This is an optimization exercise on Yosys and OpenROAD, whose aim is small area, not a production implementation.
Function was checked by simulation only, so behaviour that the tests miss may differ from the original.
No driver is modelled on the clock port, so clocking that relies on it looks cheaper here than on a real chip.
Power figures rest on the tool's default switching activity, not on a simulated workload.

== blue ==
## ssf_array
module ssf_array (
	input  logic    clk,
	input  logic    rst,
	input  ssf_pkg::sample_t sample_in,
	input  logic    sample_valid,
	output logic    sample_req,
	output ssf_pkg::sample_t result_out,
	output ssf_pkg::lane_t   result_lane,
	output logic    result_valid
);
For scale: ~1100 cells after synthesis, about 72 I/O pins, ~14000 um2 of cells after synthesis.
export LEC_CHECK = 0
export CAP_MARGIN = 0
export CORE_MARGIN = 2
export CORE_UTILIZATION = 70
export SLEW_MARGIN = 0
create_clock -name core_clock -period 6.0 [get_ports {clk}]
standard.sh (not shown) runs the stock make flow with config.mk's settings and CLKGATE_MAP_FILE= SYNTH_SCRIPT=/design/flow/synth_recipe.tcl, a recipe that flattens the netlist after the stock synthesis.
==> flow/flow/run.sh <==
#!/bin/bash
# Own layout flow: the standard flow (standard.sh, unchanged synthesis),
# with the smallest buffer on the ports and a clock tree without dummy loads.
set -euo pipefail
bash standard.sh \
	"BUFFER_PORTS_ARGS=-buffer_cell sky130_fd_sc_hd__buf_1" \
	"CTS_ARGS=-sink_clustering_enable -repair_clock_nets -dont_use_dummy_load -sink_clustering_size 28 -sink_clustering_max_diameter 100" \
	finish > make_finish.log 2>&1
--- input diff blue..orange ---
- CAP_MARGIN: 0 -> 20
- SLEW_MARGIN: 0 -> 20
- CORE_UTILIZATION: 70 -> 65
### Flow results
- The via count was comparable across orange and blue.
- Taking blue as the reference, in orange area of combinational cells with multiple inputs decreased 0.53%; non-clock buffer count has increased; static power due to leakage rose by 0.93%.
- Global-route usage over all layers is lower on orange
- The setup slack of orange is smaller than that of blue.
- Between blue and orange, post-route cell area increased.
- Buffer levels on the longest clock path of orange is on par with blue.

* * *

ssf_array, a different RTL version from the one above (not shown whole).
Size in the first run: ~1100 cells after synthesis, roughly 310 flip-flops, ~72 I/O pins.
Settings: LEC_CHECK=0, CAP_MARGIN=20, CORE_MARGIN=2, CORE_UTILIZATION=40, SLEW_MARGIN=20; clock period 6.0 ns.
==> flow/flow/run.sh <==
#!/bin/bash
# Own layout flow: the standard flow (standard.sh, unchanged synthesis),
# with the smallest buffer on the ports and a clock tree without dummy loads.
set -euo pipefail
bash standard.sh \
	"BUFFER_PORTS_ARGS=-buffer_cell sky130_fd_sc_hd__buf_1" \
	"CTS_ARGS=-sink_clustering_enable -repair_clock_nets -dont_use_dummy_load -sink_clustering_size 32 -sink_clustering_max_diameter 100" \
	finish > make_finish.log 2>&1
The first run completed without violations.
Rerun with:
==> flow/flow/run.sh (replaced) <==
#!/bin/bash
# Own layout flow: the standard flow (standard.sh, unchanged synthesis),
# with the smallest buffer on the ports and a clock tree without dummy loads.
set -euo pipefail
bash standard.sh \
	"BUFFER_PORTS_ARGS=-buffer_cell sky130_fd_sc_hd__buf_1" \
	"CTS_ARGS=-sink_clustering_enable -repair_clock_nets -dont_use_dummy_load -sink_clustering_size 25 -sink_clustering_max_diameter 100" \
	finish > make_finish.log 2>&1
Result: The new run completed without violations. Total power came out higher by 1.7%. Clock power came out higher by about 7%. Synthesized area stays the same. Maximum frequency came out higher by 1.9%. Combinational power came out higher by about 1%. Register-to-register slack improved by 110 ps. Clock skew came out higher by 6.9 ps. Sequential share of layout area came out lower by 0.25 points. Worst setup slack improved by 110 ps. Via count is about the same. Core utilization came out higher by 0.19 points.

* * *

Setup of pepper:
The RTL this note starts from:
==> flow/design.v <==
package ssf_pkg;
	localparam int NUM_LANES = 8;
	localparam int BLOCK_LEN = 4;
	localparam int START_GAP = 64;
	localparam int SAMPLE_W  = 32;
	localparam int LANE_W    = $clog2(NUM_LANES);
	localparam int ACC_W = SAMPLE_W + $clog2(BLOCK_LEN) + 1;
	localparam int GAP_W = $clog2(START_GAP);
	localparam int CNT_W = $clog2(BLOCK_LEN + 1);
	typedef logic signed [SAMPLE_W-1:0] sample_t;
	typedef logic signed [ACC_W-1:0]    acc_t;
	typedef logic [LANE_W-1:0]          lane_t;
	typedef logic [NUM_LANES-1:0]       lane_mask_t;
	typedef logic [GAP_W-1:0]           gap_cnt_t;
	typedef logic [CNT_W-1:0]           count_t;
	localparam sample_t SAMPLE_MAX = {1'b0, {(SAMPLE_W-1){1'b1}}};
	localparam sample_t SAMPLE_MIN = {1'b1, {(SAMPLE_W-1){1'b0}}};
	typedef enum logic [1:0] {
		FILLING,
		HOLDING,
		IDLE
	} lane_state_t;
endpackage
`timescale 1ns/1ps
module ssf_array (
	input  logic    clk,
	input  logic    rst,
	input  ssf_pkg::sample_t sample_in,
	input  logic    sample_valid,
	output logic    sample_req,
	output ssf_pkg::sample_t result_out,
	output ssf_pkg::lane_t   result_lane,
	output logic    result_valid
);
	localparam int NL = ssf_pkg::NUM_LANES;
	localparam int PW = ssf_pkg::SAMPLE_W + 1;    
	logic [8:0]     rel_cnt;           
	logic [1:0]     cnt [NL];          
	logic [PW-1:0]  word [NL];         
	logic [NL-1:0]  cand_oh;           
	ssf_pkg::lane_t last_grant;        
	logic           fin1;              
	logic           fin2;              
	ssf_pkg::lane_t fin2_lane;
	logic           accept;
	ssf_pkg::lane_t cand;
	logic           first;
	logic           last4;
	assign sample_req = |cand_oh;
	assign accept     = sample_valid & sample_req;
	always_comb begin
		cand  = '0;
		first = 1'b0;
		last4 = 1'b0;
		for (int i = 0; i < NL; i++) begin
			if (cand_oh[i]) cand = cand | 3'(i);
			if (cand_oh[i] && cnt[i] == 2'd0) first = 1'b1;
			if (cand_oh[i] && cnt[i] == 2'b10) last4 = 1'b1;
		end
	end
	logic [8:0]     rel_nxt;
	logic [NL-1:0]  req_nxt;
	ssf_pkg::lane_t lg_nxt;
	logic [NL-1:0]  req_hi;
	logic [NL-1:0]  pick_hi;
	logic [NL-1:0]  pick_lo;
	logic [NL-1:0]  cand_nxt;
	assign rel_nxt = (rel_cnt[8:6] != 3'd7) ? rel_cnt + 1'b1 : rel_cnt;
	assign lg_nxt  = accept ? cand : last_grant;
	always_comb begin
		for (int i = 0; i < NL; i++) begin
			req_nxt[i] = (rel_cnt[8:6] >= 3'(i))
			           && !(accept && last4 && cand_oh[i])
			           && !(fin1 && last_grant == 3'(i));
		end
	end
	always_comb begin
		logic above_c;
		above_c = 1'b0;
		for (int i = 0; i < NL; i++) begin
			req_hi[i] = req_nxt[i] && (accept ? above_c : (3'(i) > last_grant));
			above_c = above_c | cand_oh[i];
		end
		for (int i = 0; i < NL; i++) begin
			pick_hi[i] = req_hi[i];
			pick_lo[i] = req_nxt[i];
			for (int j = 0; j < i; j++) begin
				pick_hi[i] = pick_hi[i] && !req_hi[j];
				pick_lo[i] = pick_lo[i] && !req_nxt[j];
			end
		end
		cand_nxt = (|req_hi) ? pick_hi : pick_lo;
	end
	logic [PW-1:0] part;
	logic [PW:0]   add_a, add_b, add_p, add_c, sum;
	logic          sign;
	logic          ovf;
	logic [PW-1:0] wdata;
	always_comb begin
		part = '0;
		for (int i = 0; i < NL; i++) begin
			if (cand_oh[i] && cnt[i] != 2'd0) part = part | word[i];
		end
	end
	assign add_a = {part[PW-1], part};
	assign add_b = {{2{sample_in[31]}}, sample_in};
	assign add_p = add_a ^ add_b;
	always_comb begin
		logic [PW:0] pp, gg;
		pp = add_p;
		gg = add_a & add_b;
		for (int i = 1; i <= 6; i++) begin
			for (int j = 2**i - 1; j <= PW; j += 2**i) begin
				gg[j] = gg[j] | (pp[j] & gg[j - 2**(i-1)]);
				pp[j] = pp[j] & pp[j - 2**(i-1)];
			end
		end
		for (int i = 6; i > 0; i--) begin
			for (int j = 2**i + 2**(i-1) - 1; j <= PW; j += 2**i) begin
				gg[j] = gg[j] | (pp[j] & gg[j - 2**(i-1)]);
				pp[j] = pp[j] & pp[j - 2**(i-1)];
			end
		end
		add_c = {gg[PW-1:0], 1'b0};
	end
	assign sum  = add_p ^ add_c;
	assign sign = sum[PW];
	assign ovf  = last4 ? !((sum[PW] == sum[PW-1]) && (sum[PW-1] == sum[PW-2]))
	                    : (sum[PW] != sum[PW-1]);
	always_comb begin
		wdata[PW-1]   = sign;
		wdata[PW-2]   = ovf ? (last4 ? sign : !sign) : sum[PW-2];
		wdata[PW-3:0] = ovf ? {(PW-2){!sign}} : sum[PW-3:0];
	end
	always_ff @(posedge clk) begin
		for (int i = 0; i < NL; i++) begin
			if (accept && cand_oh[i]) begin
				word[i] <= wdata;
			end
		end
	end
	always_ff @(posedge clk) begin
		if (rst) begin
			rel_cnt      <= 9'd1;
			for (int i = 0; i < NL; i++) cnt[i] <= '0;
			cand_oh      <= NL'(1);
			last_grant   <= 3'(NL - 1);
			fin1         <= 1'b0;
			fin2         <= 1'b0;
			result_valid <= 1'b0;
		end else begin
			rel_cnt <= rel_nxt;
			for (int i = 0; i < NL; i++) begin
				if (accept && cand_oh[i]) cnt[i] <= {cnt[i][0], !cnt[i][1]};
			end
			cand_oh      <= cand_nxt;
			last_grant   <= lg_nxt;
			fin1         <= accept & last4;
			fin2         <= fin1;
			result_valid <= fin2;
		end
	end
	always_ff @(posedge clk) begin
		fin2_lane   <= last_grant;
		result_lane <= fin2_lane;
	end
	always_comb begin
		result_out = '0;
		for (int i = 0; i < NL; i++) begin
			if (result_lane == 3'(i)) result_out = result_out | word[i][31:0];
		end
	end
endmodule
clock: 6.0 ns
lec_check: 0
cap_margin: 20
core_margin: 2
core_utilization: 40
slew_margin: 20
==> flow/flow/run.sh <==
#!/bin/bash
# Own layout flow: the standard flow (standard.sh, unchanged synthesis),
# with the smallest buffer on the ports, a clock tree without dummy loads,
# and an area-recovery pass after CTS (post_cts.tcl).
set -euo pipefail
bash standard.sh \
	"BUFFER_PORTS_ARGS=-buffer_cell sky130_fd_sc_hd__buf_1" \
	"CTS_ARGS=-sink_clustering_enable -repair_clock_nets -dont_use_dummy_load -sink_clustering_size 25 -sink_clustering_max_diameter 100" \
	"POST_CTS_TCL=$PWD/flow/post_cts.tcl" \
	finish > make_finish.log 2>&1
==> flow/flow/post_cts.tcl <==
# Area recovery after CTS: downsize gates that have slack to spare, then
# repair any slew or capacitance the smaller gates break and legalise.
puts "post_cts: area recovery"
report_design_area
repair_timing -recover_power 100 -verbose
repair_design -slew_margin 20 -cap_margin 20 -verbose
repair_timing -setup -verbose
detailed_placement
check_placement -verbose
report_design_area
report_wns
pepper finished every stage and its layout cleared the timing, design-rule and antenna checks.
What maple does differently from pepper at the input level:
==> flow/flow/run.sh <==
#!/bin/bash
# Own layout flow: the standard flow (standard.sh, unchanged synthesis),
# with the smallest buffer on the ports and a clock tree without dummy loads.
set -euo pipefail
bash standard.sh \
	"BUFFER_PORTS_ARGS=-buffer_cell sky130_fd_sc_hd__buf_1" \
	"CTS_ARGS=-sink_clustering_enable -repair_clock_nets -dont_use_dummy_load -buf_list sky130_fd_sc_hd__clkbuf_8 -sink_clustering_size 16 -sink_clustering_max_diameter 60" \
	finish > make_finish.log 2>&1
removed: flow/flow/post_cts.tcl
Results
- maple vs pepper, maximum frequency went up by 1.2%.
- Going from pepper to maple, insertion delay to the later sink of the worst-skew pair shows an increase of 90 ps, number of buffers outside the clock class in the layout shows a reduction of 8.

[static timing again, ports no longer ideal]
The flow's constraints put no driver on any port. The routed layouts listed below were extracted and timed again, unchanged, in two steps. Step 1 (the two cells are an assumption about what drives the block):
set clk [get_ports {clk}]
set_driving_cell -lib_cell sky130_fd_sc_hd__clkbuf_16 $clk
set_driving_cell -lib_cell sky130_fd_sc_hd__buf_2 [delete_from_list [all_inputs] $clk]
Step 2 also shifts input and output timing later by t, the mid clock arrival at the registers, as if the neighbouring blocks saw the same clock. Slacks: ideal / step 1 / step 2; pairs: ideal / step 1.
run | shift t [ns] | setup slack, ns | worst hold slack (ns) | latest minus earliest clock arrival (ns) | worst data-port slew with drivers (ns)
blue | 0.534 | 0.389 / 0.389 / 0.389 | 0.333 / 0.333 / 0.333 | 0.025 / 0.025 | 0.04
orange | 0.526 | 0.278 / 0.278 / 0.278 | 0.323 / 0.323 / 0.323 | 0.029 / 0.029 | 0.04
the first run of note 2 | 0.545 | 0.239 / 0.239 / 0.161 | 0.342 / 0.342 / 0.342 | 0.037 / 0.037 | 0.04
the second run of note 2 | 0.540 | 0.347 / 0.347 / 0.235 | 0.341 / 0.341 / 0.341 | 0.043 / 0.043 | 0.04
pepper | 0.540 | 0.181 / 0.181 / 0.049 | 0.341 / 0.341 / 0.341 | 0.042 / 0.042 | 0.04
maple | 0.623 | 0.250 / 0.250 / 0.172 | 0.330 / 0.330 / 0.330 | 0.040 / 0.040 | 0.04
After both steps every run listed still meets setup and hold. The setup slack of pepper, which loses most, moves by 0.000 ns with the drivers and by -0.132 ns with both steps.
